This is an optimization exercise on Yosys and OpenROAD, whose aim is small area, a short achievable clock period and few clock cycles per item, not a production implementation. The RTL was checked by simulation tests, not by an equivalence proof against the original design. Power figures rest on the tool's default switching activity, not on a simulated workload.

==> flow/design.v (outline; a module is shown in full before it is edited, if it fits) <==
// module operandRegister: 37 lines
// module addSubUnit: 110 lines
// module multiplierArray: 614 lines
// module divFront: 739 lines
// module divBack: 840 lines
// module resultSelect: 47 lines
// module aluTop: 91 lines
module aluTop (
	input  logic                            clk,
	input  logic                            rstN,
	input  logic                            start,
	input  logic [aluPkg::operandWidth-1:0] a,
	input  logic [aluPkg::operandWidth-1:0] b,
	input  aluPkg::opcodeT                  op,
	output logic                            done,
	output logic [aluPkg::resultWidth-1:0]  result,
	output logic [aluPkg::errorWidth-1:0]   error
);
  // ...
==> flow/flow/run.sh <==
#!/bin/bash
# Own layout flow: the standard flow (standard.sh, unchanged synthesis), with
# - port buffers of a stronger cell than the smallest one buffer_ports picks by default,
# - timing repair aiming past the required slack (the clock and constraints are unchanged),
#   with resizing free to change a cell's footprint.
set -euo pipefail
MARGIN=$(cat flow/margin.txt)
bash standard.sh \
	"BUFFER_PORTS_ARGS=-buffer_cell sky130_fd_sc_hd__buf_4" \
	"SETUP_SLACK_MARGIN=$MARGIN" \
	"MATCH_CELL_FOOTPRINT=0" \
	finish > standard_flow.log 2>&1
==> flow/flow/margin.txt <==
25
==> flow/standard.sh <==
#!/bin/bash
# synth_recipe.tcl (not shown) runs the flow's synth.tcl, then flattens the netlist and writes it again
# the make line also repeats each setting of config.mk as NAME=value (left out here)
make -C /OpenROAD-flow-scripts/flow DESIGN_CONFIG=/design/flow/config.mk WORK_HOME=/design/flow/orfs CLKGATE_MAP_FILE= SYNTH_SCRIPT=/design/flow/synth_recipe.tcl "${@:-finish}"
==> flow/config.mk <==
export PLATFORM = sky130hd
export DESIGN_NAME = aluTop
export DESIGN_NICKNAME = aluTop
export VERILOG_FILES = /design/flow/design.v
export SDC_FILE = /design/flow/constraint.sdc
export NUM_CORES = 4
export LEC_CHECK = 0
export ABC_AREA = 1
export CAP_MARGIN = 20
export CORE_MARGIN = 2
export CORE_UTILIZATION = 40
export SLEW_MARGIN = 20
==> flow/constraint.sdc <==
create_clock -name core_clock -period 40.0 [get_ports {clk}]
set_input_delay 8.0000 -clock core_clock [delete_from_list [all_inputs] [get_ports {clk}]]
set_output_delay 8.0000 -clock core_clock [all_outputs]
set_load 0.01 [all_outputs]
==> notes.md, run 1 <==
Die ar.=55500 sq um; Lkg Pwr=12.4 nW; max-capacitance violation count=0; Worst setup SP type=flip-flop; Worst Path Arrival=6.72 ns; mux cell area share after synthesis=0.0467%; routed length on met1=33900 um; clk buf depth=2; Worst Hold Slack=7.74 ns; Setup CP Type=reg -> out; Highest Clock Rate=67.9 MHz; status=timing/DRC/antenna clean; Least-Margin Pin Slew=1.00 ns; Yosys top cell area share=16.7%; main combinational cell family by area after synthesis=adder cells; num ports=74; CP delay by family, top=simple AND/OR/NAND/NOR gates; total wire length=77200 um; # nets final=3763; post-synthesis adder-cell area fraction=32.7%; Crit-path slowest cell=nor3_1; Clk power=80.3 uW; met3 Use GR=3.73%; Seq/Total Area, Yosys=6.72%; CP Data Required Time=32.00 ns; Slew headroom=33.2%; multi-input gates=2518; core area=52800 sq um; Seq area share=6.04%; Hold Path Stages=1; largest area contributor in the netlist=ha_1; Syn Area/Cell=6.76 sq um; top cells by count, synth=749 x nand2_1, 473 x inv_1, 286 x ha_1; top layer in use=met5
Testbench counts, summed over its fixed seeds: cycles 8,000, items 8,000.
==> module multiplierArray, before the edit <==
module multiplierArray (
	input  logic [aluPkg::operandWidth-1:0] aQ,
	input  logic [aluPkg::operandWidth-1:0] bQ,
	output logic [aluPkg::resultWidth-1:0]  product
);
	logic ts0, tc0;
	logic ts1, tc1;
	logic ts2, tc2;
	logic ts3, tc3;
	logic ts4, tc4;
	logic ts5, tc5;
	logic ts6, tc6;
	logic ts7, tc7;
	logic ts8, tc8;
	logic ts9, tc9;
	logic ts10, tc10;
	logic ts11, tc11;
	logic ts12, tc12;
	logic ts13, tc13;
	logic ts14, tc14;
	logic ts15, tc15;
	logic ts16, tc16;
	logic ts17, tc17;
	logic ts18, tc18;
	logic ts19, tc19;
	logic ts20, tc20;
	logic ts21, tc21;
	logic ts22, tc22;
	logic ts23, tc23;
	logic ts24, tc24;
	logic ts25, tc25;
	logic ts26, tc26;
	logic ts27, tc27;
	logic ts28, tc28;
	logic ts29, tc29;
	logic ts30, tc30;
	logic ts31, tc31;
	logic ts32, tc32;
	logic ts33, tc33;
	logic ts34, tc34;
	logic ts35, tc35;
	logic ts36, tc36;
	logic ts37, tc37;
	logic ts38, tc38;
	logic ts39, tc39;
	logic ts40, tc40;
	logic ts41, tc41;
	logic ts42, tc42;
	logic ts43, tc43;
	logic ts44, tc44;
	logic ts45, tc45;
	logic ts46, tc46;
	logic ts47, tc47;
	logic ts48, tc48;
	logic ts49, tc49;
	logic ts50, tc50;
	logic ts51, tc51;
	logic ts52, tc52;
	logic ts53, tc53;
	logic ts54, tc54;
	logic ts55, tc55;
	logic ts56, tc56;
	logic ts57, tc57;
	logic ts58, tc58;
	logic ts59, tc59;
	logic ts60, tc60;
	logic ts61, tc61;
	logic ts62, tc62;
	logic ts63, tc63;
	logic ts64, tc64;
	logic ts65, tc65;
	logic ts66, tc66;
	logic ts67, tc67;
	logic ts68, tc68;
	logic ts69, tc69;
	logic ts70, tc70;
	logic ts71, tc71;
	logic ts72, tc72;
	logic ts73, tc73;
	logic ts74, tc74;
	logic ts75, tc75;
	logic ts76, tc76;
	logic ts77, tc77;
	logic ts78, tc78;
	logic ts79, tc79;
	logic ts80, tc80;
	logic ts81, tc81;
	logic ts82, tc82;
	logic ts83, tc83;
	logic ts84, tc84;
	logic ts85, tc85;
	logic ts86, tc86;
	logic ts87, tc87;
	logic ts88, tc88;
	logic ts89, tc89;
	logic ts90, tc90;
	logic ts91, tc91;
	logic ts92, tc92;
	logic ts93, tc93;
	logic ts94, tc94;
	logic ts95, tc95;
	logic ts96, tc96;
	logic ts97, tc97;
	logic ts98, tc98;
	logic ts99, tc99;
	logic ts100, tc100;
	logic ts101, tc101;
	logic ts102, tc102;
	logic ts103, tc103;
	logic ts104, tc104;
	logic ts105, tc105;
	logic ts106, tc106;
	logic ts107, tc107;
	logic ts108, tc108;
	logic ts109, tc109;
	logic ts110, tc110;
	logic ts111, tc111;
	logic ts112, tc112;
	logic ts113, tc113;
	logic ts114, tc114;
	logic ts115, tc115;
	logic ts116, tc116;
	logic ts117, tc117;
	logic ts118, tc118;
	logic ts119, tc119;
	logic ts120, tc120;
	logic ts121, tc121;
	logic ts122, tc122;
	logic ts123, tc123;
	logic ts124, tc124;
	logic ts125, tc125;
	logic ts126, tc126;
	logic ts127, tc127;
	logic ts128, tc128;
	logic ts129, tc129;
	logic ts130, tc130;
	logic ts131, tc131;
	logic ts132, tc132;
	logic ts133, tc133;
	logic [17:0] aX;
	assign aX = {2'b00, aQ};
	logic [16:0] bX;
	assign bX = {bQ, 1'b0};
	logic one0, two0, neg0;
	logic [16:0] e0;
	assign one0 = aX[0] ^ 1'b0;
	assign two0 = (aX[1] & ~aX[0] & ~1'b0) | (~aX[1] & aX[0] & 1'b0);
	assign neg0 = aX[1];
	assign e0[0] = ((one0 & bQ[0]) | (two0 & 1'b0)) ^ neg0;
	assign e0[1] = ((one0 & bQ[1]) | (two0 & bQ[0])) ^ neg0;
	assign e0[2] = ((one0 & bQ[2]) | (two0 & bQ[1])) ^ neg0;
	assign e0[3] = ((one0 & bQ[3]) | (two0 & bQ[2])) ^ neg0;
	assign e0[4] = ((one0 & bQ[4]) | (two0 & bQ[3])) ^ neg0;
	assign e0[5] = ((one0 & bQ[5]) | (two0 & bQ[4])) ^ neg0;
	assign e0[6] = ((one0 & bQ[6]) | (two0 & bQ[5])) ^ neg0;
	assign e0[7] = ((one0 & bQ[7]) | (two0 & bQ[6])) ^ neg0;
	assign e0[8] = ((one0 & bQ[8]) | (two0 & bQ[7])) ^ neg0;
	assign e0[9] = ((one0 & bQ[9]) | (two0 & bQ[8])) ^ neg0;
	assign e0[10] = ((one0 & bQ[10]) | (two0 & bQ[9])) ^ neg0;
	assign e0[11] = ((one0 & bQ[11]) | (two0 & bQ[10])) ^ neg0;
	assign e0[12] = ((one0 & bQ[12]) | (two0 & bQ[11])) ^ neg0;
	assign e0[13] = ((one0 & bQ[13]) | (two0 & bQ[12])) ^ neg0;
	assign e0[14] = ((one0 & bQ[14]) | (two0 & bQ[13])) ^ neg0;
	assign e0[15] = ((one0 & bQ[15]) | (two0 & bQ[14])) ^ neg0;
	assign e0[16] = ((one0 & 1'b0) | (two0 & bQ[15])) ^ neg0;
	logic one1, two1, neg1;
	logic [16:0] e1;
	assign one1 = aX[2] ^ aX[1];
	assign two1 = (aX[3] & ~aX[2] & ~aX[1]) | (~aX[3] & aX[2] & aX[1]);
	assign neg1 = aX[3];
	assign e1[0] = ((one1 & bQ[0]) | (two1 & 1'b0)) ^ neg1;
	assign e1[1] = ((one1 & bQ[1]) | (two1 & bQ[0])) ^ neg1;
	assign e1[2] = ((one1 & bQ[2]) | (two1 & bQ[1])) ^ neg1;
	assign e1[3] = ((one1 & bQ[3]) | (two1 & bQ[2])) ^ neg1;
	assign e1[4] = ((one1 & bQ[4]) | (two1 & bQ[3])) ^ neg1;
	assign e1[5] = ((one1 & bQ[5]) | (two1 & bQ[4])) ^ neg1;
	assign e1[6] = ((one1 & bQ[6]) | (two1 & bQ[5])) ^ neg1;
	assign e1[7] = ((one1 & bQ[7]) | (two1 & bQ[6])) ^ neg1;
	assign e1[8] = ((one1 & bQ[8]) | (two1 & bQ[7])) ^ neg1;
	assign e1[9] = ((one1 & bQ[9]) | (two1 & bQ[8])) ^ neg1;
	assign e1[10] = ((one1 & bQ[10]) | (two1 & bQ[9])) ^ neg1;
	assign e1[11] = ((one1 & bQ[11]) | (two1 & bQ[10])) ^ neg1;
	assign e1[12] = ((one1 & bQ[12]) | (two1 & bQ[11])) ^ neg1;
	assign e1[13] = ((one1 & bQ[13]) | (two1 & bQ[12])) ^ neg1;
	assign e1[14] = ((one1 & bQ[14]) | (two1 & bQ[13])) ^ neg1;
	assign e1[15] = ((one1 & bQ[15]) | (two1 & bQ[14])) ^ neg1;
	assign e1[16] = ((one1 & 1'b0) | (two1 & bQ[15])) ^ neg1;
	logic one2, two2, neg2;
	logic [16:0] e2;
	assign one2 = aX[4] ^ aX[3];
	assign two2 = (aX[5] & ~aX[4] & ~aX[3]) | (~aX[5] & aX[4] & aX[3]);
	assign neg2 = aX[5];
	assign e2[0] = ((one2 & bQ[0]) | (two2 & 1'b0)) ^ neg2;
	assign e2[1] = ((one2 & bQ[1]) | (two2 & bQ[0])) ^ neg2;
	assign e2[2] = ((one2 & bQ[2]) | (two2 & bQ[1])) ^ neg2;
	assign e2[3] = ((one2 & bQ[3]) | (two2 & bQ[2])) ^ neg2;
	assign e2[4] = ((one2 & bQ[4]) | (two2 & bQ[3])) ^ neg2;
	assign e2[5] = ((one2 & bQ[5]) | (two2 & bQ[4])) ^ neg2;
	assign e2[6] = ((one2 & bQ[6]) | (two2 & bQ[5])) ^ neg2;
	assign e2[7] = ((one2 & bQ[7]) | (two2 & bQ[6])) ^ neg2;
	assign e2[8] = ((one2 & bQ[8]) | (two2 & bQ[7])) ^ neg2;
	assign e2[9] = ((one2 & bQ[9]) | (two2 & bQ[8])) ^ neg2;
	assign e2[10] = ((one2 & bQ[10]) | (two2 & bQ[9])) ^ neg2;
	assign e2[11] = ((one2 & bQ[11]) | (two2 & bQ[10])) ^ neg2;
	assign e2[12] = ((one2 & bQ[12]) | (two2 & bQ[11])) ^ neg2;
	assign e2[13] = ((one2 & bQ[13]) | (two2 & bQ[12])) ^ neg2;
	assign e2[14] = ((one2 & bQ[14]) | (two2 & bQ[13])) ^ neg2;
	assign e2[15] = ((one2 & bQ[15]) | (two2 & bQ[14])) ^ neg2;
	assign e2[16] = ((one2 & 1'b0) | (two2 & bQ[15])) ^ neg2;
	logic one3, two3, neg3;
	logic [16:0] e3;
	assign one3 = aX[6] ^ aX[5];
	assign two3 = (aX[7] & ~aX[6] & ~aX[5]) | (~aX[7] & aX[6] & aX[5]);
	assign neg3 = aX[7];
	assign e3[0] = ((one3 & bQ[0]) | (two3 & 1'b0)) ^ neg3;
	assign e3[1] = ((one3 & bQ[1]) | (two3 & bQ[0])) ^ neg3;
	assign e3[2] = ((one3 & bQ[2]) | (two3 & bQ[1])) ^ neg3;
	assign e3[3] = ((one3 & bQ[3]) | (two3 & bQ[2])) ^ neg3;
	assign e3[4] = ((one3 & bQ[4]) | (two3 & bQ[3])) ^ neg3;
	assign e3[5] = ((one3 & bQ[5]) | (two3 & bQ[4])) ^ neg3;
	assign e3[6] = ((one3 & bQ[6]) | (two3 & bQ[5])) ^ neg3;
	assign e3[7] = ((one3 & bQ[7]) | (two3 & bQ[6])) ^ neg3;
	assign e3[8] = ((one3 & bQ[8]) | (two3 & bQ[7])) ^ neg3;
	assign e3[9] = ((one3 & bQ[9]) | (two3 & bQ[8])) ^ neg3;
	assign e3[10] = ((one3 & bQ[10]) | (two3 & bQ[9])) ^ neg3;
	assign e3[11] = ((one3 & bQ[11]) | (two3 & bQ[10])) ^ neg3;
	assign e3[12] = ((one3 & bQ[12]) | (two3 & bQ[11])) ^ neg3;
	assign e3[13] = ((one3 & bQ[13]) | (two3 & bQ[12])) ^ neg3;
	assign e3[14] = ((one3 & bQ[14]) | (two3 & bQ[13])) ^ neg3;
	assign e3[15] = ((one3 & bQ[15]) | (two3 & bQ[14])) ^ neg3;
	assign e3[16] = ((one3 & 1'b0) | (two3 & bQ[15])) ^ neg3;
	logic one4, two4, neg4;
	logic [16:0] e4;
	assign one4 = aX[8] ^ aX[7];
	assign two4 = (aX[9] & ~aX[8] & ~aX[7]) | (~aX[9] & aX[8] & aX[7]);
	assign neg4 = aX[9];
	assign e4[0] = ((one4 & bQ[0]) | (two4 & 1'b0)) ^ neg4;
	assign e4[1] = ((one4 & bQ[1]) | (two4 & bQ[0])) ^ neg4;
	assign e4[2] = ((one4 & bQ[2]) | (two4 & bQ[1])) ^ neg4;
	assign e4[3] = ((one4 & bQ[3]) | (two4 & bQ[2])) ^ neg4;
	assign e4[4] = ((one4 & bQ[4]) | (two4 & bQ[3])) ^ neg4;
	assign e4[5] = ((one4 & bQ[5]) | (two4 & bQ[4])) ^ neg4;
	assign e4[6] = ((one4 & bQ[6]) | (two4 & bQ[5])) ^ neg4;
	assign e4[7] = ((one4 & bQ[7]) | (two4 & bQ[6])) ^ neg4;
	assign e4[8] = ((one4 & bQ[8]) | (two4 & bQ[7])) ^ neg4;
	assign e4[9] = ((one4 & bQ[9]) | (two4 & bQ[8])) ^ neg4;
	assign e4[10] = ((one4 & bQ[10]) | (two4 & bQ[9])) ^ neg4;
	assign e4[11] = ((one4 & bQ[11]) | (two4 & bQ[10])) ^ neg4;
	assign e4[12] = ((one4 & bQ[12]) | (two4 & bQ[11])) ^ neg4;
	assign e4[13] = ((one4 & bQ[13]) | (two4 & bQ[12])) ^ neg4;
	assign e4[14] = ((one4 & bQ[14]) | (two4 & bQ[13])) ^ neg4;
	assign e4[15] = ((one4 & bQ[15]) | (two4 & bQ[14])) ^ neg4;
	assign e4[16] = ((one4 & 1'b0) | (two4 & bQ[15])) ^ neg4;
	logic one5, two5, neg5;
	logic [16:0] e5;
	assign one5 = aX[10] ^ aX[9];
	assign two5 = (aX[11] & ~aX[10] & ~aX[9]) | (~aX[11] & aX[10] & aX[9]);
	assign neg5 = aX[11];
	assign e5[0] = ((one5 & bQ[0]) | (two5 & 1'b0)) ^ neg5;
	assign e5[1] = ((one5 & bQ[1]) | (two5 & bQ[0])) ^ neg5;
	assign e5[2] = ((one5 & bQ[2]) | (two5 & bQ[1])) ^ neg5;
	assign e5[3] = ((one5 & bQ[3]) | (two5 & bQ[2])) ^ neg5;
	assign e5[4] = ((one5 & bQ[4]) | (two5 & bQ[3])) ^ neg5;
	assign e5[5] = ((one5 & bQ[5]) | (two5 & bQ[4])) ^ neg5;
	assign e5[6] = ((one5 & bQ[6]) | (two5 & bQ[5])) ^ neg5;
	assign e5[7] = ((one5 & bQ[7]) | (two5 & bQ[6])) ^ neg5;
	assign e5[8] = ((one5 & bQ[8]) | (two5 & bQ[7])) ^ neg5;
	assign e5[9] = ((one5 & bQ[9]) | (two5 & bQ[8])) ^ neg5;
	assign e5[10] = ((one5 & bQ[10]) | (two5 & bQ[9])) ^ neg5;
	assign e5[11] = ((one5 & bQ[11]) | (two5 & bQ[10])) ^ neg5;
	assign e5[12] = ((one5 & bQ[12]) | (two5 & bQ[11])) ^ neg5;
	assign e5[13] = ((one5 & bQ[13]) | (two5 & bQ[12])) ^ neg5;
	assign e5[14] = ((one5 & bQ[14]) | (two5 & bQ[13])) ^ neg5;
	assign e5[15] = ((one5 & bQ[15]) | (two5 & bQ[14])) ^ neg5;
	assign e5[16] = ((one5 & 1'b0) | (two5 & bQ[15])) ^ neg5;
	logic one6, two6, neg6;
	logic [16:0] e6;
	assign one6 = aX[12] ^ aX[11];
	assign two6 = (aX[13] & ~aX[12] & ~aX[11]) | (~aX[13] & aX[12] & aX[11]);
	assign neg6 = aX[13];
	assign e6[0] = ((one6 & bQ[0]) | (two6 & 1'b0)) ^ neg6;
	assign e6[1] = ((one6 & bQ[1]) | (two6 & bQ[0])) ^ neg6;
	assign e6[2] = ((one6 & bQ[2]) | (two6 & bQ[1])) ^ neg6;
	assign e6[3] = ((one6 & bQ[3]) | (two6 & bQ[2])) ^ neg6;
	assign e6[4] = ((one6 & bQ[4]) | (two6 & bQ[3])) ^ neg6;
	assign e6[5] = ((one6 & bQ[5]) | (two6 & bQ[4])) ^ neg6;
	assign e6[6] = ((one6 & bQ[6]) | (two6 & bQ[5])) ^ neg6;
	assign e6[7] = ((one6 & bQ[7]) | (two6 & bQ[6])) ^ neg6;
	assign e6[8] = ((one6 & bQ[8]) | (two6 & bQ[7])) ^ neg6;
	assign e6[9] = ((one6 & bQ[9]) | (two6 & bQ[8])) ^ neg6;
	assign e6[10] = ((one6 & bQ[10]) | (two6 & bQ[9])) ^ neg6;
	assign e6[11] = ((one6 & bQ[11]) | (two6 & bQ[10])) ^ neg6;
	assign e6[12] = ((one6 & bQ[12]) | (two6 & bQ[11])) ^ neg6;
	assign e6[13] = ((one6 & bQ[13]) | (two6 & bQ[12])) ^ neg6;
	assign e6[14] = ((one6 & bQ[14]) | (two6 & bQ[13])) ^ neg6;
	assign e6[15] = ((one6 & bQ[15]) | (two6 & bQ[14])) ^ neg6;
	assign e6[16] = ((one6 & 1'b0) | (two6 & bQ[15])) ^ neg6;
	logic one7, two7, neg7;
	logic [16:0] e7;
	assign one7 = aX[14] ^ aX[13];
	assign two7 = (aX[15] & ~aX[14] & ~aX[13]) | (~aX[15] & aX[14] & aX[13]);
	assign neg7 = aX[15];
	assign e7[0] = ((one7 & bQ[0]) | (two7 & 1'b0)) ^ neg7;
	assign e7[1] = ((one7 & bQ[1]) | (two7 & bQ[0])) ^ neg7;
	assign e7[2] = ((one7 & bQ[2]) | (two7 & bQ[1])) ^ neg7;
	assign e7[3] = ((one7 & bQ[3]) | (two7 & bQ[2])) ^ neg7;
	assign e7[4] = ((one7 & bQ[4]) | (two7 & bQ[3])) ^ neg7;
	assign e7[5] = ((one7 & bQ[5]) | (two7 & bQ[4])) ^ neg7;
	assign e7[6] = ((one7 & bQ[6]) | (two7 & bQ[5])) ^ neg7;
	assign e7[7] = ((one7 & bQ[7]) | (two7 & bQ[6])) ^ neg7;
	assign e7[8] = ((one7 & bQ[8]) | (two7 & bQ[7])) ^ neg7;
	assign e7[9] = ((one7 & bQ[9]) | (two7 & bQ[8])) ^ neg7;
	assign e7[10] = ((one7 & bQ[10]) | (two7 & bQ[9])) ^ neg7;
	assign e7[11] = ((one7 & bQ[11]) | (two7 & bQ[10])) ^ neg7;
	assign e7[12] = ((one7 & bQ[12]) | (two7 & bQ[11])) ^ neg7;
	assign e7[13] = ((one7 & bQ[13]) | (two7 & bQ[12])) ^ neg7;
	assign e7[14] = ((one7 & bQ[14]) | (two7 & bQ[13])) ^ neg7;
	assign e7[15] = ((one7 & bQ[15]) | (two7 & bQ[14])) ^ neg7;
	assign e7[16] = ((one7 & 1'b0) | (two7 & bQ[15])) ^ neg7;
	logic one8, two8, neg8;
	logic [16:0] e8;
	assign one8 = aX[16] ^ aX[15];
	assign two8 = (aX[17] & ~aX[16] & ~aX[15]) | (~aX[17] & aX[16] & aX[15]);
	assign neg8 = aX[17];
	assign e8[0] = ((one8 & bQ[0]) | (two8 & 1'b0)) ^ neg8;
	assign e8[1] = ((one8 & bQ[1]) | (two8 & bQ[0])) ^ neg8;
	assign e8[2] = ((one8 & bQ[2]) | (two8 & bQ[1])) ^ neg8;
	assign e8[3] = ((one8 & bQ[3]) | (two8 & bQ[2])) ^ neg8;
	assign e8[4] = ((one8 & bQ[4]) | (two8 & bQ[3])) ^ neg8;
	assign e8[5] = ((one8 & bQ[5]) | (two8 & bQ[4])) ^ neg8;
	assign e8[6] = ((one8 & bQ[6]) | (two8 & bQ[5])) ^ neg8;
	assign e8[7] = ((one8 & bQ[7]) | (two8 & bQ[6])) ^ neg8;
	assign e8[8] = ((one8 & bQ[8]) | (two8 & bQ[7])) ^ neg8;
	assign e8[9] = ((one8 & bQ[9]) | (two8 & bQ[8])) ^ neg8;
	assign e8[10] = ((one8 & bQ[10]) | (two8 & bQ[9])) ^ neg8;
	assign e8[11] = ((one8 & bQ[11]) | (two8 & bQ[10])) ^ neg8;
	assign e8[12] = ((one8 & bQ[12]) | (two8 & bQ[11])) ^ neg8;
	assign e8[13] = ((one8 & bQ[13]) | (two8 & bQ[12])) ^ neg8;
	assign e8[14] = ((one8 & bQ[14]) | (two8 & bQ[13])) ^ neg8;
	assign e8[15] = ((one8 & bQ[15]) | (two8 & bQ[14])) ^ neg8;
	assign e8[16] = ((one8 & 1'b0) | (two8 & bQ[15])) ^ neg8;
	assign ts0 = ~neg0 ^ e1[15];
	assign tc0 = ~neg0 & e1[15];
	assign ts1 = e1[16] ^ e2[14];
	assign tc1 = e1[16] & e2[14];
	assign ts2 = e0[10] ^ e1[8];
	assign tc2 = e0[10] & e1[8];
	assign ts3 = e0[11] ^ e1[9];
	assign tc3 = e0[11] & e1[9];
	assign ts4 = e0[12] ^ e1[10] ^ e2[8];
	assign tc4 = (e0[12] & e1[10]) | (e0[12] & e2[8]) | (e1[10] & e2[8]);
	assign ts5 = e3[6] ^ e4[4];
	assign tc5 = e3[6] & e4[4];
	assign ts6 = e0[13] ^ e1[11] ^ e2[9];
	assign tc6 = (e0[13] & e1[11]) | (e0[13] & e2[9]) | (e1[11] & e2[9]);
	assign ts7 = e3[7] ^ e4[5];
	assign tc7 = e3[7] & e4[5];
	assign ts8 = e0[14] ^ e1[12] ^ e2[10];
	assign tc8 = (e0[14] & e1[12]) | (e0[14] & e2[10]) | (e1[12] & e2[10]);
	assign ts9 = e3[8] ^ e4[6] ^ e5[4];
	assign tc9 = (e3[8] & e4[6]) | (e3[8] & e5[4]) | (e4[6] & e5[4]);
	assign ts10 = e6[2] ^ e7[0];
	assign tc10 = e6[2] & e7[0];
	assign ts11 = e0[15] ^ e1[13] ^ e2[11];
	assign tc11 = (e0[15] & e1[13]) | (e0[15] & e2[11]) | (e1[13] & e2[11]);
	assign ts12 = e3[9] ^ e4[7] ^ e5[5];
	assign tc12 = (e3[9] & e4[7]) | (e3[9] & e5[5]) | (e4[7] & e5[5]);
	assign ts13 = e6[3] ^ e7[1];
	assign tc13 = e6[3] & e7[1];
	assign ts14 = e0[16] ^ e1[14] ^ e2[12];
	assign tc14 = (e0[16] & e1[14]) | (e0[16] & e2[12]) | (e1[14] & e2[12]);
	assign ts15 = e3[10] ^ e4[8] ^ e5[6];
	assign tc15 = (e3[10] & e4[8]) | (e3[10] & e5[6]) | (e4[8] & e5[6]);
	assign ts16 = e6[4] ^ e7[2] ^ e8[0];
	assign tc16 = (e6[4] & e7[2]) | (e6[4] & e8[0]) | (e7[2] & e8[0]);
	assign ts17 = ts0 ^ e2[13] ^ e3[11];
	assign tc17 = (ts0 & e2[13]) | (ts0 & e3[11]) | (e2[13] & e3[11]);
	assign ts18 = e4[9] ^ e5[7] ^ e6[5];
	assign tc18 = (e4[9] & e5[7]) | (e4[9] & e6[5]) | (e5[7] & e6[5]);
	assign ts19 = e7[3] ^ e8[1] ^ 1'b1;
	assign tc19 = (e7[3] & e8[1]) | (e7[3] & 1'b1) | (e8[1] & 1'b1);
	assign ts20 = ts1 ^ e3[12] ^ e4[10];
	assign tc20 = (ts1 & e3[12]) | (ts1 & e4[10]) | (e3[12] & e4[10]);
	assign ts21 = e5[8] ^ e6[6] ^ e7[4];
	assign tc21 = (e5[8] & e6[6]) | (e5[8] & e7[4]) | (e6[6] & e7[4]);
	assign ts22 = e8[2] ^ 1'b1 ^ tc0;
	assign tc22 = (e8[2] & 1'b1) | (e8[2] & tc0) | (1'b1 & tc0);
	assign ts23 = ~neg1 ^ e2[15] ^ e3[13];
	assign tc23 = (~neg1 & e2[15]) | (~neg1 & e3[13]) | (e2[15] & e3[13]);
	assign ts24 = e4[11] ^ e5[9] ^ e6[7];
	assign tc24 = (e4[11] & e5[9]) | (e4[11] & e6[7]) | (e5[9] & e6[7]);
	assign ts25 = e7[5] ^ e8[3] ^ tc1;
	assign tc25 = (e7[5] & e8[3]) | (e7[5] & tc1) | (e8[3] & tc1);
	assign ts26 = e2[16] ^ e3[14] ^ e4[12];
	assign tc26 = (e2[16] & e3[14]) | (e2[16] & e4[12]) | (e3[14] & e4[12]);
	assign ts27 = e5[10] ^ e6[8] ^ e7[6];
	assign tc27 = (e5[10] & e6[8]) | (e5[10] & e7[6]) | (e6[8] & e7[6]);
	assign ts28 = e8[4] ^ 1'b1;
	assign tc28 = e8[4] & 1'b1;
	assign ts29 = ~neg2 ^ e3[15] ^ e4[13];
	assign tc29 = (~neg2 & e3[15]) | (~neg2 & e4[13]) | (e3[15] & e4[13]);
	assign ts30 = e5[11] ^ e6[9] ^ e7[7];
	assign tc30 = (e5[11] & e6[9]) | (e5[11] & e7[7]) | (e6[9] & e7[7]);
	assign ts31 = e3[16] ^ e4[14] ^ e5[12];
	assign tc31 = (e3[16] & e4[14]) | (e3[16] & e5[12]) | (e4[14] & e5[12]);
	assign ts32 = e6[10] ^ e7[8];
	assign tc32 = e6[10] & e7[8];
	assign ts33 = ~neg3 ^ e4[15] ^ e5[13];
	assign tc33 = (~neg3 & e4[15]) | (~neg3 & e5[13]) | (e4[15] & e5[13]);
	assign ts34 = e4[16] ^ e5[14];
	assign tc34 = e4[16] & e5[14];
	assign ts35 = e0[6] ^ e1[4];
	assign tc35 = e0[6] & e1[4];
	assign ts36 = e0[7] ^ e1[5];
	assign tc36 = e0[7] & e1[5];
	assign ts37 = e0[8] ^ e1[6] ^ e2[4];
	assign tc37 = (e0[8] & e1[6]) | (e0[8] & e2[4]) | (e1[6] & e2[4]);
	assign ts38 = e3[2] ^ e4[0];
	assign tc38 = e3[2] & e4[0];
	assign ts39 = e0[9] ^ e1[7] ^ e2[5];
	assign tc39 = (e0[9] & e1[7]) | (e0[9] & e2[5]) | (e1[7] & e2[5]);
	assign ts40 = e3[3] ^ e4[1];
	assign tc40 = e3[3] & e4[1];
	assign ts41 = ts2 ^ e2[6] ^ e3[4];
	assign tc41 = (ts2 & e2[6]) | (ts2 & e3[4]) | (e2[6] & e3[4]);
	assign ts42 = e4[2] ^ e5[0] ^ neg5;
	assign tc42 = (e4[2] & e5[0]) | (e4[2] & neg5) | (e5[0] & neg5);
	assign ts43 = ts3 ^ e2[7] ^ e3[5];
	assign tc43 = (ts3 & e2[7]) | (ts3 & e3[5]) | (e2[7] & e3[5]);
	assign ts44 = e4[3] ^ e5[1] ^ tc2;
	assign tc44 = (e4[3] & e5[1]) | (e4[3] & tc2) | (e5[1] & tc2);
	assign ts45 = ts4 ^ ts5 ^ e5[2];
	assign tc45 = (ts4 & ts5) | (ts4 & e5[2]) | (ts5 & e5[2]);
	assign ts46 = e6[0] ^ neg6 ^ tc3;
	assign tc46 = (e6[0] & neg6) | (e6[0] & tc3) | (neg6 & tc3);
	assign ts47 = ts6 ^ ts7 ^ e5[3];
	assign tc47 = (ts6 & ts7) | (ts6 & e5[3]) | (ts7 & e5[3]);
	assign ts48 = e6[1] ^ tc4 ^ tc5;
	assign tc48 = (e6[1] & tc4) | (e6[1] & tc5) | (tc4 & tc5);
	assign ts49 = ts8 ^ ts9 ^ ts10;
	assign tc49 = (ts8 & ts9) | (ts8 & ts10) | (ts9 & ts10);
	assign ts50 = neg7 ^ tc6 ^ tc7;
	assign tc50 = (neg7 & tc6) | (neg7 & tc7) | (tc6 & tc7);
	assign ts51 = ts11 ^ ts12 ^ ts13;
	assign tc51 = (ts11 & ts12) | (ts11 & ts13) | (ts12 & ts13);
	assign ts52 = tc8 ^ tc9 ^ tc10;
	assign tc52 = (tc8 & tc9) | (tc8 & tc10) | (tc9 & tc10);
	assign ts53 = ts14 ^ ts15 ^ ts16;
	assign tc53 = (ts14 & ts15) | (ts14 & ts16) | (ts15 & ts16);
	assign ts54 = tc11 ^ tc12 ^ tc13;
	assign tc54 = (tc11 & tc12) | (tc11 & tc13) | (tc12 & tc13);
	assign ts55 = ts17 ^ ts18 ^ ts19;
	assign tc55 = (ts17 & ts18) | (ts17 & ts19) | (ts18 & ts19);
	assign ts56 = tc14 ^ tc15 ^ tc16;
	assign tc56 = (tc14 & tc15) | (tc14 & tc16) | (tc15 & tc16);
	assign ts57 = ts20 ^ ts21 ^ ts22;
	assign tc57 = (ts20 & ts21) | (ts20 & ts22) | (ts21 & ts22);
	assign ts58 = tc17 ^ tc18 ^ tc19;
	assign tc58 = (tc17 & tc18) | (tc17 & tc19) | (tc18 & tc19);
	assign ts59 = ts23 ^ ts24 ^ ts25;
	assign tc59 = (ts23 & ts24) | (ts23 & ts25) | (ts24 & ts25);
	assign ts60 = tc20 ^ tc21 ^ tc22;
	assign tc60 = (tc20 & tc21) | (tc20 & tc22) | (tc21 & tc22);
	assign ts61 = ts26 ^ ts27 ^ ts28;
	assign tc61 = (ts26 & ts27) | (ts26 & ts28) | (ts27 & ts28);
	assign ts62 = tc23 ^ tc24 ^ tc25;
	assign tc62 = (tc23 & tc24) | (tc23 & tc25) | (tc24 & tc25);
	assign ts63 = ts29 ^ ts30 ^ e8[5];
	assign tc63 = (ts29 & ts30) | (ts29 & e8[5]) | (ts30 & e8[5]);
	assign ts64 = tc26 ^ tc27 ^ tc28;
	assign tc64 = (tc26 & tc27) | (tc26 & tc28) | (tc27 & tc28);
	assign ts65 = ts31 ^ ts32 ^ e8[6];
	assign tc65 = (ts31 & ts32) | (ts31 & e8[6]) | (ts32 & e8[6]);
	assign ts66 = 1'b1 ^ tc29 ^ tc30;
	assign tc66 = (1'b1 & tc29) | (1'b1 & tc30) | (tc29 & tc30);
	assign ts67 = ts33 ^ e6[11] ^ e7[9];
	assign tc67 = (ts33 & e6[11]) | (ts33 & e7[9]) | (e6[11] & e7[9]);
	assign ts68 = e8[7] ^ tc31 ^ tc32;
	assign tc68 = (e8[7] & tc31) | (e8[7] & tc32) | (tc31 & tc32);
	assign ts69 = ts34 ^ e6[12] ^ e7[10];
	assign tc69 = (ts34 & e6[12]) | (ts34 & e7[10]) | (e6[12] & e7[10]);
	assign ts70 = e8[8] ^ 1'b1 ^ tc33;
	assign tc70 = (e8[8] & 1'b1) | (e8[8] & tc33) | (1'b1 & tc33);
	assign ts71 = ~neg4 ^ e5[15] ^ e6[13];
	assign tc71 = (~neg4 & e5[15]) | (~neg4 & e6[13]) | (e5[15] & e6[13]);
	assign ts72 = e7[11] ^ e8[9] ^ tc34;
	assign tc72 = (e7[11] & e8[9]) | (e7[11] & tc34) | (e8[9] & tc34);
	assign ts73 = e5[16] ^ e6[14] ^ e7[12];
	assign tc73 = (e5[16] & e6[14]) | (e5[16] & e7[12]) | (e6[14] & e7[12]);
	assign ts74 = e8[10] ^ 1'b1;
	assign tc74 = e8[10] & 1'b1;
	assign ts75 = ~neg5 ^ e6[15] ^ e7[13];
	assign tc75 = (~neg5 & e6[15]) | (~neg5 & e7[13]) | (e6[15] & e7[13]);
	assign ts76 = e6[16] ^ e7[14];
	assign tc76 = e6[16] & e7[14];
	assign ts77 = e0[4] ^ e1[2];
	assign tc77 = e0[4] & e1[2];
	assign ts78 = e0[5] ^ e1[3];
	assign tc78 = e0[5] & e1[3];
	assign ts79 = ts35 ^ e2[2] ^ e3[0];
	assign tc79 = (ts35 & e2[2]) | (ts35 & e3[0]) | (e2[2] & e3[0]);
	assign ts80 = ts36 ^ e2[3] ^ e3[1];
	assign tc80 = (ts36 & e2[3]) | (ts36 & e3[1]) | (e2[3] & e3[1]);
	assign ts81 = ts37 ^ ts38 ^ neg4;
	assign tc81 = (ts37 & ts38) | (ts37 & neg4) | (ts38 & neg4);
	assign ts82 = ts39 ^ ts40 ^ tc37;
	assign tc82 = (ts39 & ts40) | (ts39 & tc37) | (ts40 & tc37);
	assign ts83 = ts41 ^ ts42 ^ tc39;
	assign tc83 = (ts41 & ts42) | (ts41 & tc39) | (ts42 & tc39);
	assign ts84 = ts43 ^ ts44 ^ tc41;
	assign tc84 = (ts43 & ts44) | (ts43 & tc41) | (ts44 & tc41);
	assign ts85 = ts45 ^ ts46 ^ tc43;
	assign tc85 = (ts45 & ts46) | (ts45 & tc43) | (ts46 & tc43);
	assign ts86 = ts47 ^ ts48 ^ tc45;
	assign tc86 = (ts47 & ts48) | (ts47 & tc45) | (ts48 & tc45);
	assign ts87 = ts49 ^ ts50 ^ tc47;
	assign tc87 = (ts49 & ts50) | (ts49 & tc47) | (ts50 & tc47);
	assign ts88 = ts51 ^ ts52 ^ tc49;
	assign tc88 = (ts51 & ts52) | (ts51 & tc49) | (ts52 & tc49);
	assign ts89 = ts53 ^ ts54 ^ tc51;
	assign tc89 = (ts53 & ts54) | (ts53 & tc51) | (ts54 & tc51);
	assign ts90 = ts55 ^ ts56 ^ tc53;
	assign tc90 = (ts55 & ts56) | (ts55 & tc53) | (ts56 & tc53);
	assign ts91 = ts57 ^ ts58 ^ tc55;
	assign tc91 = (ts57 & ts58) | (ts57 & tc55) | (ts58 & tc55);
	assign ts92 = ts59 ^ ts60 ^ tc57;
	assign tc92 = (ts59 & ts60) | (ts59 & tc57) | (ts60 & tc57);
	assign ts93 = ts61 ^ ts62 ^ tc59;
	assign tc93 = (ts61 & ts62) | (ts61 & tc59) | (ts62 & tc59);
	assign ts94 = ts63 ^ ts64 ^ tc61;
	assign tc94 = (ts63 & ts64) | (ts63 & tc61) | (ts64 & tc61);
	assign ts95 = ts65 ^ ts66 ^ tc63;
	assign tc95 = (ts65 & ts66) | (ts65 & tc63) | (ts66 & tc63);
	assign ts96 = ts67 ^ ts68 ^ tc65;
	assign tc96 = (ts67 & ts68) | (ts67 & tc65) | (ts68 & tc65);
	assign ts97 = ts69 ^ ts70 ^ tc67;
	assign tc97 = (ts69 & ts70) | (ts69 & tc67) | (ts70 & tc67);
	assign ts98 = ts71 ^ ts72 ^ tc69;
	assign tc98 = (ts71 & ts72) | (ts71 & tc69) | (ts72 & tc69);
	assign ts99 = ts73 ^ ts74 ^ tc71;
	assign tc99 = (ts73 & ts74) | (ts73 & tc71) | (ts74 & tc71);
	assign ts100 = ts75 ^ e8[11] ^ tc73;
	assign tc100 = (ts75 & e8[11]) | (ts75 & tc73) | (e8[11] & tc73);
	assign ts101 = ts76 ^ e8[12] ^ 1'b1;
	assign tc101 = (ts76 & e8[12]) | (ts76 & 1'b1) | (e8[12] & 1'b1);
	assign ts102 = ~neg6 ^ e7[15] ^ e8[13];
	assign tc102 = (~neg6 & e7[15]) | (~neg6 & e8[13]) | (e7[15] & e8[13]);
	assign ts103 = e7[16] ^ e8[14];
	assign tc103 = e7[16] & e8[14];
	assign ts104 = e0[2] ^ e1[0];
	assign tc104 = e0[2] & e1[0];
	assign ts105 = e0[3] ^ e1[1];
	assign tc105 = e0[3] & e1[1];
	assign ts106 = ts77 ^ e2[0] ^ neg2;
	assign tc106 = (ts77 & e2[0]) | (ts77 & neg2) | (e2[0] & neg2);
	assign ts107 = ts78 ^ e2[1] ^ tc77;
	assign tc107 = (ts78 & e2[1]) | (ts78 & tc77) | (e2[1] & tc77);
	assign ts108 = ts79 ^ neg3 ^ tc78;
	assign tc108 = (ts79 & neg3) | (ts79 & tc78) | (neg3 & tc78);
	assign ts109 = ts80 ^ tc35 ^ tc79;
	assign tc109 = (ts80 & tc35) | (ts80 & tc79) | (tc35 & tc79);
	assign ts110 = ts81 ^ tc36 ^ tc80;
	assign tc110 = (ts81 & tc36) | (ts81 & tc80) | (tc36 & tc80);
	assign ts111 = ts82 ^ tc38 ^ tc81;
	assign tc111 = (ts82 & tc38) | (ts82 & tc81) | (tc38 & tc81);
	assign ts112 = ts83 ^ tc40 ^ tc82;
	assign tc112 = (ts83 & tc40) | (ts83 & tc82) | (tc40 & tc82);
	assign ts113 = ts84 ^ tc42 ^ tc83;
	assign tc113 = (ts84 & tc42) | (ts84 & tc83) | (tc42 & tc83);
	assign ts114 = ts85 ^ tc44 ^ tc84;
	assign tc114 = (ts85 & tc44) | (ts85 & tc84) | (tc44 & tc84);
	assign ts115 = ts86 ^ tc46 ^ tc85;
	assign tc115 = (ts86 & tc46) | (ts86 & tc85) | (tc46 & tc85);
	assign ts116 = ts87 ^ tc48 ^ tc86;
	assign tc116 = (ts87 & tc48) | (ts87 & tc86) | (tc48 & tc86);
	assign ts117 = ts88 ^ tc50 ^ tc87;
	assign tc117 = (ts88 & tc50) | (ts88 & tc87) | (tc50 & tc87);
	assign ts118 = ts89 ^ tc52 ^ tc88;
	assign tc118 = (ts89 & tc52) | (ts89 & tc88) | (tc52 & tc88);
	assign ts119 = ts90 ^ tc54 ^ tc89;
	assign tc119 = (ts90 & tc54) | (ts90 & tc89) | (tc54 & tc89);
	assign ts120 = ts91 ^ tc56 ^ tc90;
	assign tc120 = (ts91 & tc56) | (ts91 & tc90) | (tc56 & tc90);
	assign ts121 = ts92 ^ tc58 ^ tc91;
	assign tc121 = (ts92 & tc58) | (ts92 & tc91) | (tc58 & tc91);
	assign ts122 = ts93 ^ tc60 ^ tc92;
	assign tc122 = (ts93 & tc60) | (ts93 & tc92) | (tc60 & tc92);
	assign ts123 = ts94 ^ tc62 ^ tc93;
	assign tc123 = (ts94 & tc62) | (ts94 & tc93) | (tc62 & tc93);
	assign ts124 = ts95 ^ tc64 ^ tc94;
	assign tc124 = (ts95 & tc64) | (ts95 & tc94) | (tc64 & tc94);
	assign ts125 = ts96 ^ tc66 ^ tc95;
	assign tc125 = (ts96 & tc66) | (ts96 & tc95) | (tc66 & tc95);
	assign ts126 = ts97 ^ tc68 ^ tc96;
	assign tc126 = (ts97 & tc68) | (ts97 & tc96) | (tc68 & tc96);
	assign ts127 = ts98 ^ tc70 ^ tc97;
	assign tc127 = (ts98 & tc70) | (ts98 & tc97) | (tc70 & tc97);
	assign ts128 = ts99 ^ tc72 ^ tc98;
	assign tc128 = (ts99 & tc72) | (ts99 & tc98) | (tc72 & tc98);
	assign ts129 = ts100 ^ tc74 ^ tc99;
	assign tc129 = (ts100 & tc74) | (ts100 & tc99) | (tc74 & tc99);
	assign ts130 = ts101 ^ tc75 ^ tc100;
	assign tc130 = (ts101 & tc75) | (ts101 & tc100) | (tc75 & tc100);
	assign ts131 = ts102 ^ tc76 ^ tc101;
	assign tc131 = (ts102 & tc76) | (ts102 & tc101) | (tc76 & tc101);
	assign ts132 = ts103 ^ 1'b1 ^ tc102;
	assign tc132 = (ts103 & 1'b1) | (ts103 & tc102) | (1'b1 & tc102);
	assign ts133 = ~neg7 ^ e8[15] ^ tc103;
	assign tc133 = (~neg7 & e8[15]) | (~neg7 & tc103) | (e8[15] & tc103);
	logic [31:0] rowA, rowB;
	assign rowA = {ts133, ts132, ts131, ts130, ts129, ts128, ts127, ts126, ts125, ts124, ts123, ts122, ts121, ts120, ts119, ts118, ts117, ts116, ts115, ts114, ts113, ts112, ts111, ts110, ts109, ts108, ts107, ts106, ts105, ts104, e0[1], e0[0]};
	assign rowB = {tc132, tc131, tc130, tc129, tc128, tc127, tc126, tc125, tc124, tc123, tc122, tc121, tc120, tc119, tc118, tc117, tc116, tc115, tc114, tc113, tc112, tc111, tc110, tc109, tc108, tc107, tc106, tc105, tc104, neg1, 1'b0, neg0};
	assign product = rowA + rowB;
endmodule
==> run 2, diff against run 1 <==
--- a/flow/design.v
+++ b/flow/design.v
@@ -781,5 +781,187 @@
 	assign rowA = {ts133, ts132, ts131, ts130, ts129, ts128, ts127, ts126, ts125, ts124, ts123, ts122, ts121, ts120, ts119, ts118, ts117, ts116, ts115, ts114, ts113, ts112, ts111, ts110, ts109, ts108, ts107, ts106, ts105, ts104, e0[1], e0[0]};
 	assign rowB = {tc132, tc131, tc130, tc129, tc128, tc127, tc126, tc125, tc124, tc123, tc122, tc121, tc120, tc119, tc118, tc117, tc116, tc115, tc114, tc113, tc112, tc111, tc110, tc109, tc108, tc107, tc106, tc105, tc104, neg1, 1'b0, neg0};
-	assign product = rowA + rowB;
+	logic [31:0] fin_p, fin_g;
+	assign fin_p[0] = rowA[0] ^ rowB[0];
+	assign fin_g[0] = rowA[0] & rowB[0];
+	assign fin_p[1] = rowA[1] ^ rowB[1];
+	assign fin_g[1] = rowA[1] & rowB[1];
+	assign fin_p[2] = rowA[2] ^ rowB[2];
+	assign fin_g[2] = rowA[2] & rowB[2];
+	assign fin_p[3] = rowA[3] ^ rowB[3];
+	assign fin_g[3] = rowA[3] & rowB[3];
+	assign fin_p[4] = rowA[4] ^ rowB[4];
+	assign fin_g[4] = rowA[4] & rowB[4];
+	assign fin_p[5] = rowA[5] ^ rowB[5];
+	assign fin_g[5] = rowA[5] & rowB[5];
+	assign fin_p[6] = rowA[6] ^ rowB[6];
+	assign fin_g[6] = rowA[6] & rowB[6];
+	assign fin_p[7] = rowA[7] ^ rowB[7];
+	assign fin_g[7] = rowA[7] & rowB[7];
+	assign fin_p[8] = rowA[8] ^ rowB[8];
+	assign fin_g[8] = rowA[8] & rowB[8];
+	assign fin_p[9] = rowA[9] ^ rowB[9];
+	assign fin_g[9] = rowA[9] & rowB[9];
+	assign fin_p[10] = rowA[10] ^ rowB[10];
+	assign fin_g[10] = rowA[10] & rowB[10];
+	assign fin_p[11] = rowA[11] ^ rowB[11];
+	assign fin_g[11] = rowA[11] & rowB[11];
+	assign fin_p[12] = rowA[12] ^ rowB[12];
+	assign fin_g[12] = rowA[12] & rowB[12];
+	assign fin_p[13] = rowA[13] ^ rowB[13];
+	assign fin_g[13] = rowA[13] & rowB[13];
+	assign fin_p[14] = rowA[14] ^ rowB[14];
+	assign fin_g[14] = rowA[14] & rowB[14];
+	assign fin_p[15] = rowA[15] ^ rowB[15];
+	assign fin_g[15] = rowA[15] & rowB[15];
+	assign fin_p[16] = rowA[16] ^ rowB[16];
+	assign fin_g[16] = rowA[16] & rowB[16];
+	assign fin_p[17] = rowA[17] ^ rowB[17];
+	assign fin_g[17] = rowA[17] & rowB[17];
+	assign fin_p[18] = rowA[18] ^ rowB[18];
+	assign fin_g[18] = rowA[18] & rowB[18];
+	assign fin_p[19] = rowA[19] ^ rowB[19];
+	assign fin_g[19] = rowA[19] & rowB[19];
+	assign fin_p[20] = rowA[20] ^ rowB[20];
+	assign fin_g[20] = rowA[20] & rowB[20];
+	assign fin_p[21] = rowA[21] ^ rowB[21];
+	assign fin_g[21] = rowA[21] & rowB[21];
+	assign fin_p[22] = rowA[22] ^ rowB[22];
+	assign fin_g[22] = rowA[22] & rowB[22];
+	assign fin_p[23] = rowA[23] ^ rowB[23];
+	assign fin_g[23] = rowA[23] & rowB[23];
+	assign fin_p[24] = rowA[24] ^ rowB[24];
+	assign fin_g[24] = rowA[24] & rowB[24];
+	assign fin_p[25] = rowA[25] ^ rowB[25];
+	assign fin_g[25] = rowA[25] & rowB[25];
+	assign fin_p[26] = rowA[26] ^ rowB[26];
+	assign fin_g[26] = rowA[26] & rowB[26];
+	assign fin_p[27] = rowA[27] ^ rowB[27];
+	assign fin_g[27] = rowA[27] & rowB[27];
+	assign fin_p[28] = rowA[28] ^ rowB[28];
+	assign fin_g[28] = rowA[28] & rowB[28];
+	assign fin_p[29] = rowA[29] ^ rowB[29];
+	assign fin_g[29] = rowA[29] & rowB[29];
+	assign fin_p[30] = rowA[30] ^ rowB[30];
+	assign fin_g[30] = rowA[30] & rowB[30];
+	assign fin_p[31] = rowA[31] ^ rowB[31];
+	assign fin_g[31] = rowA[31] & rowB[31];
+	logic fin_G0; assign fin_G0 = fin_g[1] | (fin_p[1] & fin_g[0]);
+	logic fin_G1; assign fin_G1 = fin_g[3] | (fin_p[3] & fin_g[2]);
+	logic fin_P1; assign fin_P1 = fin_p[3] & fin_p[2];
+	logic fin_G2; assign fin_G2 = fin_g[5] | (fin_p[5] & fin_g[4]);
+	logic fin_P2; assign fin_P2 = fin_p[5] & fin_p[4];
+	logic fin_G3; assign fin_G3 = fin_g[7] | (fin_p[7] & fin_g[6]);
+	logic fin_P3; assign fin_P3 = fin_p[7] & fin_p[6];
+	logic fin_G4; assign fin_G4 = fin_g[9] | (fin_p[9] & fin_g[8]);
+	logic fin_P4; assign fin_P4 = fin_p[9] & fin_p[8];
+	logic fin_G5; assign fin_G5 = fin_g[11] | (fin_p[11] & fin_g[10]);
+	logic fin_P5; assign fin_P5 = fin_p[11] & fin_p[10];
+	logic fin_G6; assign fin_G6 = fin_g[13] | (fin_p[13] & fin_g[12]);
+	logic fin_P6; assign fin_P6 = fin_p[13] & fin_p[12];
+	logic fin_G7; assign fin_G7 = fin_g[15] | (fin_p[15] & fin_g[14]);
+	logic fin_P7; assign fin_P7 = fin_p[15] & fin_p[14];
+	logic fin_G8; assign fin_G8 = fin_g[17] | (fin_p[17] & fin_g[16]);
+	logic fin_P8; assign fin_P8 = fin_p[17] & fin_p[16];
+	logic fin_G9; assign fin_G9 = fin_g[19] | (fin_p[19] & fin_g[18]);
+	logic fin_P9; assign fin_P9 = fin_p[19] & fin_p[18];
+	logic fin_G10; assign fin_G10 = fin_g[21] | (fin_p[21] & fin_g[20]);
+	logic fin_P10; assign fin_P10 = fin_p[21] & fin_p[20];
+	logic fin_G11; assign fin_G11 = fin_g[23] | (fin_p[23] & fin_g[22]);
+	logic fin_P11; assign fin_P11 = fin_p[23] & fin_p[22];
+	logic fin_G12; assign fin_G12 = fin_g[25] | (fin_p[25] & fin_g[24]);
+	logic fin_P12; assign fin_P12 = fin_p[25] & fin_p[24];
+	logic fin_G13; assign fin_G13 = fin_g[27] | (fin_p[27] & fin_g[26]);
+	logic fin_P13; assign fin_P13 = fin_p[27] & fin_p[26];
+	logic fin_G14; assign fin_G14 = fin_g[29] | (fin_p[29] & fin_g[28]);
+	logic fin_P14; assign fin_P14 = fin_p[29] & fin_p[28];
+	logic fin_G15; assign fin_G15 = fin_g[31] | (fin_p[31] & fin_g[30]);
+	logic fin_P15; assign fin_P15 = fin_p[31] & fin_p[30];
+	logic fin_G16; assign fin_G16 = fin_G1 | (fin_P1 & fin_G0);
+	logic fin_G17; assign fin_G17 = fin_G3 | (fin_P3 & fin_G2);
+	logic fin_P17; assign fin_P17 = fin_P3 & fin_P2;
+	logic fin_G18; assign fin_G18 = fin_G5 | (fin_P5 & fin_G4);
+	logic fin_P18; assign fin_P18 = fin_P5 & fin_P4;
+	logic fin_G19; assign fin_G19 = fin_G7 | (fin_P7 & fin_G6);
+	logic fin_P19; assign fin_P19 = fin_P7 & fin_P6;
+	logic fin_G20; assign fin_G20 = fin_G9 | (fin_P9 & fin_G8);
+	logic fin_P20; assign fin_P20 = fin_P9 & fin_P8;
+	logic fin_G21; assign fin_G21 = fin_G11 | (fin_P11 & fin_G10);
+	logic fin_P21; assign fin_P21 = fin_P11 & fin_P10;
+	logic fin_G22; assign fin_G22 = fin_G13 | (fin_P13 & fin_G12);
+	logic fin_P22; assign fin_P22 = fin_P13 & fin_P12;
+	logic fin_G23; assign fin_G23 = fin_G15 | (fin_P15 & fin_G14);
+	logic fin_P23; assign fin_P23 = fin_P15 & fin_P14;
+	logic fin_G24; assign fin_G24 = fin_G17 | (fin_P17 & fin_G16);
+	logic fin_G25; assign fin_G25 = fin_G19 | (fin_P19 & fin_G18);
+	logic fin_P25; assign fin_P25 = fin_P19 & fin_P18;
+	logic fin_G26; assign fin_G26 = fin_G21 | (fin_P21 & fin_G20);
+	logic fin_P26; assign fin_P26 = fin_P21 & fin_P20;
+	logic fin_G27; assign fin_G27 = fin_G23 | (fin_P23 & fin_G22);
+	logic fin_P27; assign fin_P27 = fin_P23 & fin_P22;
+	logic fin_G28; assign fin_G28 = fin_G25 | (fin_P25 & fin_G24);
+	logic fin_G29; assign fin_G29 = fin_G27 | (fin_P27 & fin_G26);
+	logic fin_P29; assign fin_P29 = fin_P27 & fin_P26;
+	logic fin_G30; assign fin_G30 = fin_G29 | (fin_P29 & fin_G28);
+	logic fin_G31; assign fin_G31 = fin_G26 | (fin_P26 & fin_G28);
+	logic fin_G32; assign fin_G32 = fin_G18 | (fin_P18 & fin_G24);
+	logic fin_G33; assign fin_G33 = fin_G20 | (fin_P20 & fin_G28);
+	logic fin_G34; assign fin_G34 = fin_G22 | (fin_P22 & fin_G31);
+	logic fin_G35; assign fin_G35 = fin_G2 | (fin_P2 & fin_G16);
+	logic fin_G36; assign fin_G36 = fin_G4 | (fin_P4 & fin_G24);
+	logic fin_G37; assign fin_G37 = fin_G6 | (fin_P6 & fin_G32);
+	logic fin_G38; assign fin_G38 = fin_G8 | (fin_P8 & fin_G28);
+	logic fin_G39; assign fin_G39 = fin_G10 | (fin_P10 & fin_G33);
+	logic fin_G40; assign fin_G40 = fin_G12 | (fin_P12 & fin_G31);
+	logic fin_G41; assign fin_G41 = fin_G14 | (fin_P14 & fin_G34);
+	logic fin_G42; assign fin_G42 = fin_g[2] | (fin_p[2] & fin_G0);
+	logic fin_G43; assign fin_G43 = fin_g[4] | (fin_p[4] & fin_G16);
+	logic fin_G44; assign fin_G44 = fin_g[6] | (fin_p[6] & fin_G35);
+	logic fin_G45; assign fin_G45 = fin_g[8] | (fin_p[8] & fin_G24);
+	logic fin_G46; assign fin_G46 = fin_g[10] | (fin_p[10] & fin_G36);
+	logic fin_G47; assign fin_G47 = fin_g[12] | (fin_p[12] & fin_G32);
+	logic fin_G48; assign fin_G48 = fin_g[14] | (fin_p[14] & fin_G37);
+	logic fin_G49; assign fin_G49 = fin_g[16] | (fin_p[16] & fin_G28);
+	logic fin_G50; assign fin_G50 = fin_g[18] | (fin_p[18] & fin_G38);
+	logic fin_G51; assign fin_G51 = fin_g[20] | (fin_p[20] & fin_G33);
+	logic fin_G52; assign fin_G52 = fin_g[22] | (fin_p[22] & fin_G39);
+	logic fin_G53; assign fin_G53 = fin_g[24] | (fin_p[24] & fin_G31);
+	logic fin_G54; assign fin_G54 = fin_g[26] | (fin_p[26] & fin_G40);
+	logic fin_G55; assign fin_G55 = fin_g[28] | (fin_p[28] & fin_G34);
+	logic fin_G56; assign fin_G56 = fin_g[30] | (fin_p[30] & fin_G41);
+	logic [31:0] fin_d;
+	assign fin_d[0] = fin_p[0];
+	assign fin_d[1] = fin_p[1] ^ fin_g[0];
+	assign fin_d[2] = fin_p[2] ^ fin_G0;
+	assign fin_d[3] = fin_p[3] ^ fin_G42;
+	assign fin_d[4] = fin_p[4] ^ fin_G16;
+	assign fin_d[5] = fin_p[5] ^ fin_G43;
+	assign fin_d[6] = fin_p[6] ^ fin_G35;
+	assign fin_d[7] = fin_p[7] ^ fin_G44;
+	assign fin_d[8] = fin_p[8] ^ fin_G24;
+	assign fin_d[9] = fin_p[9] ^ fin_G45;
+	assign fin_d[10] = fin_p[10] ^ fin_G36;
+	assign fin_d[11] = fin_p[11] ^ fin_G46;
+	assign fin_d[12] = fin_p[12] ^ fin_G32;
+	assign fin_d[13] = fin_p[13] ^ fin_G47;
+	assign fin_d[14] = fin_p[14] ^ fin_G37;
+	assign fin_d[15] = fin_p[15] ^ fin_G48;
+	assign fin_d[16] = fin_p[16] ^ fin_G28;
+	assign fin_d[17] = fin_p[17] ^ fin_G49;
+	assign fin_d[18] = fin_p[18] ^ fin_G38;
+	assign fin_d[19] = fin_p[19] ^ fin_G50;
+	assign fin_d[20] = fin_p[20] ^ fin_G33;
+	assign fin_d[21] = fin_p[21] ^ fin_G51;
+	assign fin_d[22] = fin_p[22] ^ fin_G39;
+	assign fin_d[23] = fin_p[23] ^ fin_G52;
+	assign fin_d[24] = fin_p[24] ^ fin_G31;
+	assign fin_d[25] = fin_p[25] ^ fin_G53;
+	assign fin_d[26] = fin_p[26] ^ fin_G40;
+	assign fin_d[27] = fin_p[27] ^ fin_G54;
+	assign fin_d[28] = fin_p[28] ^ fin_G34;
+	assign fin_d[29] = fin_p[29] ^ fin_G55;
+	assign fin_d[30] = fin_p[30] ^ fin_G41;
+	assign fin_d[31] = fin_p[31] ^ fin_G56;
+	logic fin_ge; assign fin_ge = fin_G30;
+	assign product = fin_d;
 endmodule
 module divFront (
==> flow/flow/margin.txt (replaced) <==
25.5
==> run 2 against run 1 <==
  * Still clean on timing, DRC and antenna
  * Worst hold slack worse by 0.020 ns
  * Utilization grew 3.4 points
  * Highest routed layer unchanged
  * Largest power group unchanged
  * Combinational power shrank 6%
  * Critical endpoint is now result[9]
==> notes.md, run 2 <==
status=timing/DRC/antenna clean; num rows=83; routability cong.=0.987; vias in the first global route=20600; Lkg Pwr=12.7 nW (+2.1%); min Tclk post-route=14.34 ns; Setup CP Type=reg -> out; largest registers=operandRegister_i.aQ (16), operandRegister_i.bQ (16), operandRegister_i.b3Q (15); DP Area=22200 sq um; P per Cell Area=53.3 nW/um^2; fill cell count=5048; largest area contributor in the netlist=fa_1; TNS Setup=0 ns; Die ar.=54300 sq um (-2.2%); Least-Margin Pin Slew=0.981 ns (-0.0194 ns); Chip Height=233 um; CTS tree=yes; Max FO, Critical Path=25; routed length on met1=32700 um (-3.5%); vias per cell=5.65; total CTS buffers=9; core area=51600 sq um (-2.2%); commonest cells after routing, fill and taps aside=572 x nand2_1, 419 x inv_1, 231 x ha_1; # nets final=3668 (-2.5%); total power=1.36 mW; critical path's largest stage delay=0.45 ns; Highest Clock Rate=69.7 MHz (+2.6%); Worst setup SP type=flip-flop; Syn Std Cell Area=21000 sq um; most common cell after layout, fill and taps aside=nand2_1; max-slew violation count=0; via count=21700; Peak supply drop=0.0000975 V; share of layout cells above drive strength 1=19.8%; count leader, synth=nand2_1; Unique masters post-synth=58; CTS sink cnt=72; critical path's most frequent cell=nand2_1; TritonRoute pass-1 iters=8; top layer in use=met5; EDFF count, synth=0; largest net degree at the start of global routing=39; RSZ-0062 raised after global routing=no; #FFs+latches synth=72; Final Cell Area=25600 sq um; Clock transition at path regs=0.08 ns; number of failing hold endpoints at the final stage=0; Starting Density=40.6%; CTS Root Buffer Type=clkbuf_16; DRC Markers=0; Async SR Flop Fraction=0%; gr usage total=27.9%; Die Width=233 um; Mapped Cells=2980; final worst path period share=35.8%; Worst Path Arrival=6.34 ns (-0.38 ns); Yosys top cell area share=17.7% (+0.98 points); Slew headroom=34.6% (+1.3 points); top cells by count, synth=628 x nand2_1, 460 x inv_1, 286 x ha_1; num ports=74 (unchanged); Syn Area/Cell=7.03 sq um (+4.0%); PortBufs=73; routed wl met3=7440 um; antenna violations before repair=1; Routed WL per cell=20.5 um; H-tree depth=3; CP endpoint kind=primary output; max-capacitance violation count=0 (unchanged); global-route wire length before repair=117000 um; initial DRC count=2111; final setup violation count=0; DR WL met2=34900 um; Crit-path slowest cell=fa_1; clk buf depth=2 (unchanged); total wire length=78900 um (+2.3%); Syn. warnings=3; top post-synthesis cells by area=fa_1 18%, ha_1 17%, nand2_1 11%, xor2_1 8.4%, inv_1 8.2%; post-route ant nets=0; P&R area growth vs syn=21.9%; dominant synthesized flop cell=dfxtp_1; CP Data Required Time=32.00 ns (about the same); Remaining Overflow, GRT=0; Post-CTS Hold Fix Bufs=0; DP HPWL=58200 um; Seq/Total Area, Yosys=6.88% (+0.15 points); Mapped Nets=3490; ant diodes=0; Hold WC Path Type=in -> reg
==> run 2: cell types whose count changed in the layout (fill, tap and decap cells not counted), moves of 20 or more <==
cell / previous run / this run
nand2_1: 719 / 572
a21oi_1: 201 / 142
buf_4: 155 / 214
nor2_1: 186 / 133
ha_1: 267 / 231
o21ai_0: 93 / 59
inv_1: 452 / 419
ha_4: 17 / 48
nand2_2: 23 / 46
nand3_1: 184 / 204
==> run 2: final timing paths <==
kind	startpoint	cells past startpoint	end
worst min-delay path	a[0]	1	operandRegister_i.aQ[0]
worst max-delay path	operandRegister_i.bQ[2]	33	result[9]
==> run 2: critical path: cells and delay by family, from the launching register on <==
kind / cells / cell delay (ns)
AO/OA/AOI/OAI: 8 / 1.37
XOR/XNOR: 2 / 0.29
adder cells (fa/ha/maj): 5 / 1.80
buffers and inverters: 5 / 0.63
flip-flops: 1 / 0.38
AND/OR/NAND/NOR: 13 / 1.51
==> run 2: metal layers <==
layer	vias to the layer above	track usage (%)
met4	2	12.0
li1	10100	-
met5	-	0
met1	10300	37.5
met2	1159	44.0
met3	217	4.83
==> run 2: layout make-up <==
| class | instances | area, sq um | area share, % |
|---|---|---|---|
| clock buffer | 10 | 229 | 0.896 |
| clock inverter | 6 | 45.0 | 0.176 |
| inverter | 495 | 2060 | 8.06 |
| multi-input combinational | 2331 | 18700 | 73.3 |
| sequential | 72 | 1500 | 5.86 |
| tap | 680 | 851 | 3.33 |
| timing repair buffer | 242 | 2090 | 8.18 |
| timing repair inverter | 7 | 55.1 | 0.215 |
==> run 2: cells by family (layout without fill, tap and decap cells) <==
logic type	after synthesis	in the layout	synth area share, %
buffers and inverters	583	760	10.8
muxes	1	1	0.0477
DFF	72	72	6.88
AOI/OAI and AO/OA	501	501	14.4
xor gates and xnor gates	260	260	10.9
adders and majority gates	471	471	34.7
and+or+nand+nor	1092	1098	22.3
==> run 2: power breakdown <==
group | switching (mW) | internal [mW] | leakage, nW
clock | 0.0371 | 0.0424 | 0.130
combinational | 0.684 | 0.513 | 11.9
sequential | 0.00900 | 0.0775 | 0.608
==> run 2: timing repair <==
action,4_1_cts,5_1_grt
endpoints found under the setup margin,44,34
pin swaps,37,58
cloned,5,12
hold endpoints to repair,0,0
buffers inserted,77,62
resized for setup,215,235
==> run 2: metrics by stage <==
step / utilization, % / hold WS (ns) / worst slack [ns] / std cells
finish: 49.5 / 7.72 / 25.66 / 3843
global route: 49.5 / 7.72 / 25.41 / 3843
CTS: 46.2 / 7.72 / 25.50 / 3769
detailed placement: 42.9 / 8.11 / 23.39 / 3671
global placement: 42.9 / 8.11 / 23.52 / 3671
floorplan: - / 8.03 / 25.68 / 2980
Testbench counts of run 2, summed over its fixed seeds: cycles 8,000, items 8,000.

## re-timing with driven ports
In the flow no input, the clock included, has a driving cell. The finished layouts below were timed again as built, in two steps.
Step 1 sets driving cells, clkbuf_16 on the clock port and buf_2 on the other inputs (assumed; they add their load-dependent delay and slew).
Step 2 also shifts input and output timing later by t, the mid clock arrival at the registers, as if the neighbouring blocks saw the same clock.
Three values: no drivers, after step 1, after step 2; two values: the first two.
run | t, ns | slack for setup (ns) | worst register clock-pin slew, ns
run 1 | 0.402 | 25.281 / 25.232 / 25.072 | 0.07 / 0.07
run 2 | 0.413 | 25.660 / 25.609 / 25.475 | 0.08 / 0.08
After both steps setup and hold are still met in every run listed. For run 1, which loses most, drivers alone change the setup slack by -0.049 ns; drivers and shift together by -0.209 ns.
